This design comes from an exercise in tuning for small area, a short achievable clock period and few clock cycles per item on the open sky130 flow, not from production work.
The RTL was checked by simulation tests, not by an equivalence proof against the original design.
Power is estimated from default activity; no workload was simulated.

[flow/config.mk]
export PLATFORM = sky130hd
export DESIGN_NAME = mc_alu
export DESIGN_NICKNAME = mc_alu
export VERILOG_FILES = /design/flow/design.v
export SDC_FILE = /design/flow/constraint.sdc
export NUM_CORES = 4
export LEC_CHECK = 0
export CAP_MARGIN = 20
export CORE_MARGIN = 2
export CORE_UTILIZATION = 40
export SLEW_MARGIN = 20
[flow/constraint.sdc]
create_clock -name core_clock -period 8.0 [get_ports {clk}]
set_input_delay 1.6000 -clock core_clock [delete_from_list [all_inputs] [get_ports {clk}]]
set_output_delay 1.6000 -clock core_clock [all_outputs]
set_load 0.01 [all_outputs]
[flow/design.v]
package alu_pkg;
  typedef enum logic [3:0] {
    OP_PASSB = 4'b0000,
    OP_ADD   = 4'b0010,
    OP_SUB   = 4'b0011,
    OP_AND   = 4'b0100,
    OP_OR    = 4'b0101,
    OP_XOR   = 4'b0110,
    OP_MUL   = 4'b1000,
    OP_LSL   = 4'b1001,
    OP_LSR   = 4'b1010
  } alu_op_e;
  typedef enum logic {
    IDLE = 1'b0,
    MUL  = 1'b1
  } mc_alu_state_e;
  typedef struct packed {
    logic zero;
    logic negative;
    logic overflow;
    logic carry_out;
  } alu_flags_t;
endpackage
module alu_iter_mul #(
  parameter int WIDTH = 64
) (
  input  logic               clk,
  input  logic               reset_n,
  input  logic               start,
  input  logic               abort,
  input  logic [WIDTH-1:0]   a,
  input  logic [WIDTH-1:0]   b,
  output logic               done,
  output logic [2*WIDTH-1:0] product
);
  localparam int CW = $clog2(WIDTH) + 1;
  logic [CW-1:0]      cnt_q, cnt_d;
  logic [2*WIDTH-1:0] acc_q, acc_d;
  logic [2*WIDTH-1:0] mcand_q, mcand_d;
  logic [WIDTH-1:0]   mplier_q, mplier_d;
  logic [2*WIDTH-1:0] addend;
  logic [2*WIDTH-1:0] sum;
  always_comb begin
    addend   = mplier_q[0] ? mcand_q : '0;
    sum      = acc_q + addend;
    done     = (cnt_q == CW'(1));
    product  = sum;
    cnt_d    = cnt_q;
    acc_d    = acc_q;
    mcand_d  = mcand_q;
    mplier_d = mplier_q;
    if (abort) begin
      cnt_d = '0;
    end else if (start) begin
      cnt_d    = CW'(WIDTH);
      acc_d    = '0;
      mcand_d  = {{WIDTH{1'b0}}, a};
      mplier_d = b;
    end else if (cnt_q != '0) begin
      cnt_d    = cnt_q - CW'(1);
      acc_d    = sum;
      mcand_d  = mcand_q << 1;
      mplier_d = mplier_q >> 1;
    end
  end
  always_ff @(posedge clk or negedge reset_n) begin
    if (!reset_n) begin
      cnt_q    <= '0;
      acc_q    <= '0;
      mcand_q  <= '0;
      mplier_q <= '0;
    end else begin
      cnt_q    <= cnt_d;
      acc_q    <= acc_d;
      mcand_q  <= mcand_d;
      mplier_q <= mplier_d;
    end
  end
endmodule
module mc_alu #(
  parameter int WIDTH = 64
) (
  input  logic             clk,
  input  logic             reset_n,
  input  logic             in_valid,
  output logic             in_ready,
  input  logic [3:0]       op,
  input  logic [WIDTH-1:0] a,
  input  logic [WIDTH-1:0] b,
  input  logic             flush,
  output logic             out_valid,
  input  logic             out_ready,
  output logic [WIDTH-1:0] result,
  output logic             zero,
  output logic             negative,
  output logic             overflow,
  output logic             carry_out
);
  localparam int SHW = $clog2(WIDTH);
  alu_pkg::mc_alu_state_e    state_q, state_d;
  logic             out_valid_q, out_valid_d;
  logic [WIDTH-1:0] res_q, res_d;
  alu_pkg::alu_flags_t       flags_q, flags_d;
  logic [WIDTH:0]     add_w, sub_w;
  logic [SHW-1:0]     shamt;
  logic [WIDTH-1:0]   core_res;
  alu_pkg::alu_flags_t         core_flags;
  logic               accept;
  logic               mul_start;
  logic               mul_done;
  logic [2*WIDTH-1:0] mul_prod;
  always_comb begin
    add_w = {1'b0, a} + {1'b0, b};
    sub_w = {1'b0, a} + {1'b0, ~b} + {{WIDTH{1'b0}}, 1'b1};
    shamt = b[SHW-1:0];
    core_res   = '0;
    core_flags = '0;
    unique case (op)
      alu_pkg::OP_PASSB: core_res = b;
      alu_pkg::OP_ADD: begin
        core_res = add_w[WIDTH-1:0];
        core_flags.carry_out = add_w[WIDTH];
        core_flags.overflow = a[WIDTH-1] ^ b[WIDTH-1]
                            ^ add_w[WIDTH-1] ^ add_w[WIDTH];
      end
      alu_pkg::OP_SUB: begin
        core_res = sub_w[WIDTH-1:0];
        core_flags.carry_out = sub_w[WIDTH];
        core_flags.overflow = a[WIDTH-1] ^ ~b[WIDTH-1]
                            ^ sub_w[WIDTH-1] ^ sub_w[WIDTH];
      end
      alu_pkg::OP_AND:  core_res = a & b;
      alu_pkg::OP_OR:   core_res = a | b;
      alu_pkg::OP_XOR:  core_res = a ^ b;
      alu_pkg::OP_LSL:  core_res = a << shamt;
      alu_pkg::OP_LSR:  core_res = a >> shamt;
      default: core_res = '0;
    endcase
    core_flags.zero     = (core_res == '0);
    core_flags.negative = core_res[WIDTH-1];
  end
  assign in_ready = (state_q == alu_pkg::IDLE)
                 && (!out_valid_q || out_ready);
  assign accept   = in_valid && in_ready && !flush;
  assign mul_start = accept && (op == alu_pkg::OP_MUL);
  alu_iter_mul #(.WIDTH(WIDTH)) u_mul (
    .clk     (clk),
    .reset_n (reset_n),
    .start   (mul_start),
    .abort   (flush),
    .a       (a),
    .b       (b),
    .done    (mul_done),
    .product (mul_prod)
  );
  always_comb begin
    state_d     = state_q;
    out_valid_d = out_valid_q && !out_ready;
    res_d       = res_q;
    flags_d     = flags_q;
    if (flush) begin
      state_d     = alu_pkg::IDLE;
      out_valid_d = 1'b0;
    end else begin
      unique case (state_q)
        alu_pkg::IDLE: begin
          if (mul_start) begin
            state_d = alu_pkg::MUL;
          end else if (accept) begin
            res_d       = core_res;
            flags_d     = core_flags;
            out_valid_d = 1'b1;
          end
        end
        alu_pkg::MUL: begin
          if (mul_done) begin
            res_d              = mul_prod[WIDTH-1:0];
            flags_d.zero       = (mul_prod[WIDTH-1:0] == '0);
            flags_d.negative   = mul_prod[WIDTH-1];
            flags_d.overflow   = 1'b0;
            flags_d.carry_out  = |mul_prod[2*WIDTH-1:WIDTH];
            out_valid_d        = 1'b1;
            state_d            = alu_pkg::IDLE;
          end
        end
        default: state_d = alu_pkg::IDLE;
      endcase
    end
  end
  always_ff @(posedge clk or negedge reset_n) begin
    if (!reset_n) begin
      state_q     <= alu_pkg::IDLE;
      out_valid_q <= 1'b0;
      res_q       <= '0;
      flags_q     <= '0;
    end else begin
      state_q     <= state_d;
      out_valid_q <= out_valid_d;
      res_q       <= res_d;
      flags_q     <= flags_d;
    end
  end
  assign out_valid = out_valid_q;
  assign result    = res_q;
  assign zero      = flags_q.zero;
  assign negative  = flags_q.negative;
  assign overflow  = flags_q.overflow;
  assign carry_out = flags_q.carry_out;
endmodule
[flow/run.sh]
#!/bin/bash
# synth_recipe.tcl (not shown) runs the flow's synth.tcl, then flattens the netlist and writes it again
# the make line also repeats each setting of config.mk as NAME=value (left out here)
make -C /OpenROAD-flow-scripts/flow DESIGN_CONFIG=/design/flow/config.mk WORK_HOME=/design/flow/orfs CLKGATE_MAP_FILE= SYNTH_SCRIPT=/design/flow/synth_recipe.tcl finish
==> impl_metrics.py <==
metrics = {
    "yosys": {
        "avgSynthCellArea_um2": 7.67,
        "ys_ff_latch": 396,
        "synthTopCellsByArea": "dfrtp_1, ha_1, o21ai_0, mux2i_1, a21oi_1",
        "ys_types": 91,
        "synth.top_cell.area_share": 0.212,
        "synth_top_area_cell": "dfrtp_1",
        "synth-async-reset-ratio": 1.00,
        "synth_edf_count": 0,
        "syn_inst": 6101,
        "syn_area_um2": 46800,
        "syn_nets": 6580,
        "synth_flop_cell": "dfrtp_1",
        "yosysWarningCount": 2,
        "yosysSeqAreaShare": 0.212,
    },
    "critical_path": {
        "cp.required_ns": 8.51,
        "cp-end-kind": "flip-flop",
        "cp.arrival_ns": 8.09,
        "start_kind": "flip-flop",
        "reg2reg_depth": 21,
        "crit_type": "flip-flop to flip-flop",
        "cp_max_fo": 71,
    },
    "global_routing": {
        "grt_max_degree": 170,
        "antenna_found_initial": 39,
        "overflow": 0,
        "grt_usage": 0.447,
        "first_global_vias": 51200,
        "grt_pass1_wl_um": 389000,
    },
    "hold_path": {
        "hold_path_depth": 2,
        "min_path_type": "flip-flop to flip-flop",
    },
    "status": {
        "status": "finished clean",
    },
    "timing": {
        "tightest_slew_ns": 1.21,
        "finalCritPeriodShare": 0.946,
        "fin_skew_ns": 0.0315,
        "finalMaxSlewViolations": 0,
        "rsz0062_at_grt": "false",
        "fmax_mhz": 132,
        "fin_tns_setup_ns": 0,
        "period_minus_slack_ns": 7.57,
        "hold_viol_final": 0,
        "relSlewSlack": 0.183,
        "setup_viol": 0,
    },
    "clock_tree": {
        "cts_tree": "built",
        "cts.htree.levels": 2,
        "hold_buffers": 0,
        "clock_latency_ns": 0.70,
        "cts-root-buf": "clkbuf_16",
        "cts_setup_buffers": 0,
        "clock_path_buffers": 3,
        "cts_resized": 0,
        "path_clk_slew_ns": 0.06,
        "cts_sinks": 396,
        "numCtsBuffers": 50,
    },
    "power": {
        "power_density_nw_per_um2": 198,
        "p_leak_uw": 0.0231,
        "power_uw": 10700,
        "irDropWorstVdd_mv": 0.475,
    },
    "placed_design": {
        "hpwl_um": 221000,
        "routabilityCongestion": 1.07,
        "dpl-instance-area_um2": 52000,
        "port_buffers": 206,
        "dp_cells": 7743,
    },
    "drt": {
        "wl_um": 277000,
        "final_antenna_net_count": 0,
        "avgViaCountPerCell": 6.86,
        "routedWlPerCell_um": 35.3,
        "num_vias": 53800,
        "drc": 0,
        "drtIter0Drc": 7540,
        "drtPass1Iterations": 7,
    },
    "floorplan": {
        "die_x_um": 346,
        "initial_core_util": 0.403,
        "dieHeight_um": 346,
        "io_pins": 207,
        "dieArea_um2": 120000,
        "core_um2": 116000,
        "rows": 125,
    },
    "run": {
        "cap_violations": 0,
    },
    "layout": {
        "drive_gt1_frac": 0.107,
        "fin_nets": 6750,
        "instances_no_fill": 7841,
        "fin_area_um2": 54000,
        "syn_to_final_growth_pct": 15.3,
    },
}
## where the power goes
group | switching, uW | internal (uW)
Combinational | 3380 | 1600
Clock | 1070 | 1630
Sequential | 482 | 2520
Total | 4930 | 5750
## flip-flops by register name (all words and copies together), names as in the netlist
register / count
out_valid_q: 1
u_mul.mplier_q: 64
flags_q: 4
state_q: 1
u_mul.mcand_q: 128
u_mul.cnt_q: 7
u_mul.acc_q: 128
res_q: 63
## cell families (layout without fill, tap and decap cells)
group           Yosys count  in the layout  share of synthesized area
other cells               0              4                          0
fa+ha+maj               342            342                     0.0919
mux                     432            432                      0.123
compound gates         2055           2055                      0.282
simple gates           2043           2043                      0.205
flops                   396            396                      0.212
xor+xnor                159            159                     0.0298
buf+inv                 674            886                     0.0557
## layout make-up
class | instances | area [um^2]
Fill cell | 11700 | 62100
Multi-Input combinational cell | 5031 | 34400
Sequential cell | 396 | 9910
Timing Repair Buffer | 552 | 4850
Tap cell | 1524 | 1910
Clock buffer | 63 | 1380
Inverter | 240 | 903
Clock inverter | 31 | 566
Antenna cell | 4 | 10.0
## synthesized netlist by cell type (all sizes together), types with 120 or more instances
cell type and n:
clkbuf 354, nand2 680, mux2i 271, nand4 120, nor3 128, a22o 157, dfrtp 396, and2 146
o21ai 564, a21oi 531, nor2 546, ha 339, inv 238
## routing by layer
| metal | global-route usage | wire length [um] | up-vias | share of wire |
|---|---|---|---|---|
| li1 | - | - | 23000 | - |
| met1 | 0.591 | 111000 | 26500 | 0.40 |
| met2 | 0.657 | 115000 | 3513 | 0.41 |
| met3 | 0.125 | 33300 | 835 | 0.12 |
| met4 | 0.244 | 18400 | 34 | 0.066 |
| met5 | 0 | 222 | - | 0.00080 |
## through the flow
step / util / hold WS (ns) / setup WS (ns)
3_5_place_dp: 0.448 / 0.457 / 0.663
2_1_floorplan: - / 0.445 / 1.25
5_1_grt: 0.465 / 0.501 / 0.168
4_1_cts: 0.465 / 0.470 / 0.705
6_report: 0.465 / 0.471 / 0.429
3_3_place_gp: 0.448 / 0.455 / 0.577
## path summary, 6_finish.rpt
check	start	end	slack, ns
worst max-delay path	u_mul.mplier_q[0]$_DFFE_PN0P_	flags_q[0]$_DFFE_PN0P_	0.43
worst min-delay path	res_q[1]$_DFFE_PN0P_	res_q[1]$_DFFE_PN0P_	0.47
worst max register to register	u_mul.mplier_q[0]$_DFFE_PN0P_	flags_q[0]$_DFFE_PN0P_	0.43
worst min register to register	res_q[1]$_DFFE_PN0P_	res_q[1]$_DFFE_PN0P_	0.47
max in group asynchronous	reset_n	u_mul.mcand_q[117]$_DFFE_PN0P_	5.67
min in group asynchronous	reset_n	u_mul.acc_q[13]$_DFFE_PN0P_	0.85
## cells in the final DEF, fill, tap and decap left out, types with 30 or more instances in the layout
master / synthesis / routed
a211oi_1: 71 / 71
ha_1: 339 / 339
mux4_2: 111 / 111
nor4_1: 93 / 91
nand3_1: 111 / 109
o21bai_1: 69 / 69
nand4_1: 120 / 120
dfrtp_1: 396 / 394
clkbuf_16: 0 / 50
nor2b_1: 32 / 32
buf_4: 9 / 330
and2_1: 146 / 146
o22ai_1: 52 / 52
o31ai_1: 35 / 34
nor3_1: 128 / 125
a221oi_1: 43 / 43
xor2_1: 61 / 61
a31oi_1: 65 / 65
a21oi_1: 531 / 531
xnor2_1: 98 / 97
a22o_1: 157 / 156
mux2_2: 49 / 49
nand2b_1: 33 / 32
nand2_1: 680 / 678
or3_1: 30 / 30
o21ai_0: 551 / 549
mux2i_1: 271 / 271
inv_1: 234 / 234
nor2_1: 546 / 541
a22oi_1: 36 / 35
clkdlybuf4s50_1: 0 / 197
a21o_1: 89 / 89
o211ai_1: 65 / 65
## critical path, stage by stage, from the launching register on
cell      delay (ns)
dfrtp_2         0.81
buf_12          0.31
and2_1          0.17
ha_1            0.33
a21oi_1         0.28
o21ai_0         0.25
a211oi_1        0.57
o221ai_1        0.40
a221oi_1        0.31
buf_4           0.19
nand3_1         0.10
buf_4           0.20
xnor2_1         0.25
buf_4           0.21
or4b_1          0.50
or4_1           0.47
or4_1           0.55
nor4_1          0.26
buf_4           0.18
nand4_1         0.08
nor4_1          0.74
a31oi_1         0.17
Testbench counts, summed over its fixed seeds: cycles 31,880, items 3,200.

## re-timing with driven ports
The results above use ideal ports. As a check the final layout listed here was re-extracted and re-timed, cells and wires unchanged.
Step 1, drivers: a clkbuf_16 drives clk and a buf_2 each remaining input, both assumed.
Step 2 also shifts input and output timing later by t, the mid clock arrival at the registers, as if the neighbouring blocks saw the same clock.
Slacks: no drivers / after step 1 / after step 2; pairs: no drivers / after step 1.
shift t [ns]: 0.765
setup WS [ns]: 0.429 / 0.429 / 0.429
slew at the worst register clock pin (ns): 0.07 / 0.07
pins driven straight from the clock port: 1
After both steps setup and hold are still met in this run. The setup slack of this run moves by 0.000 ns with the drivers and by 0.000 ns with both steps.
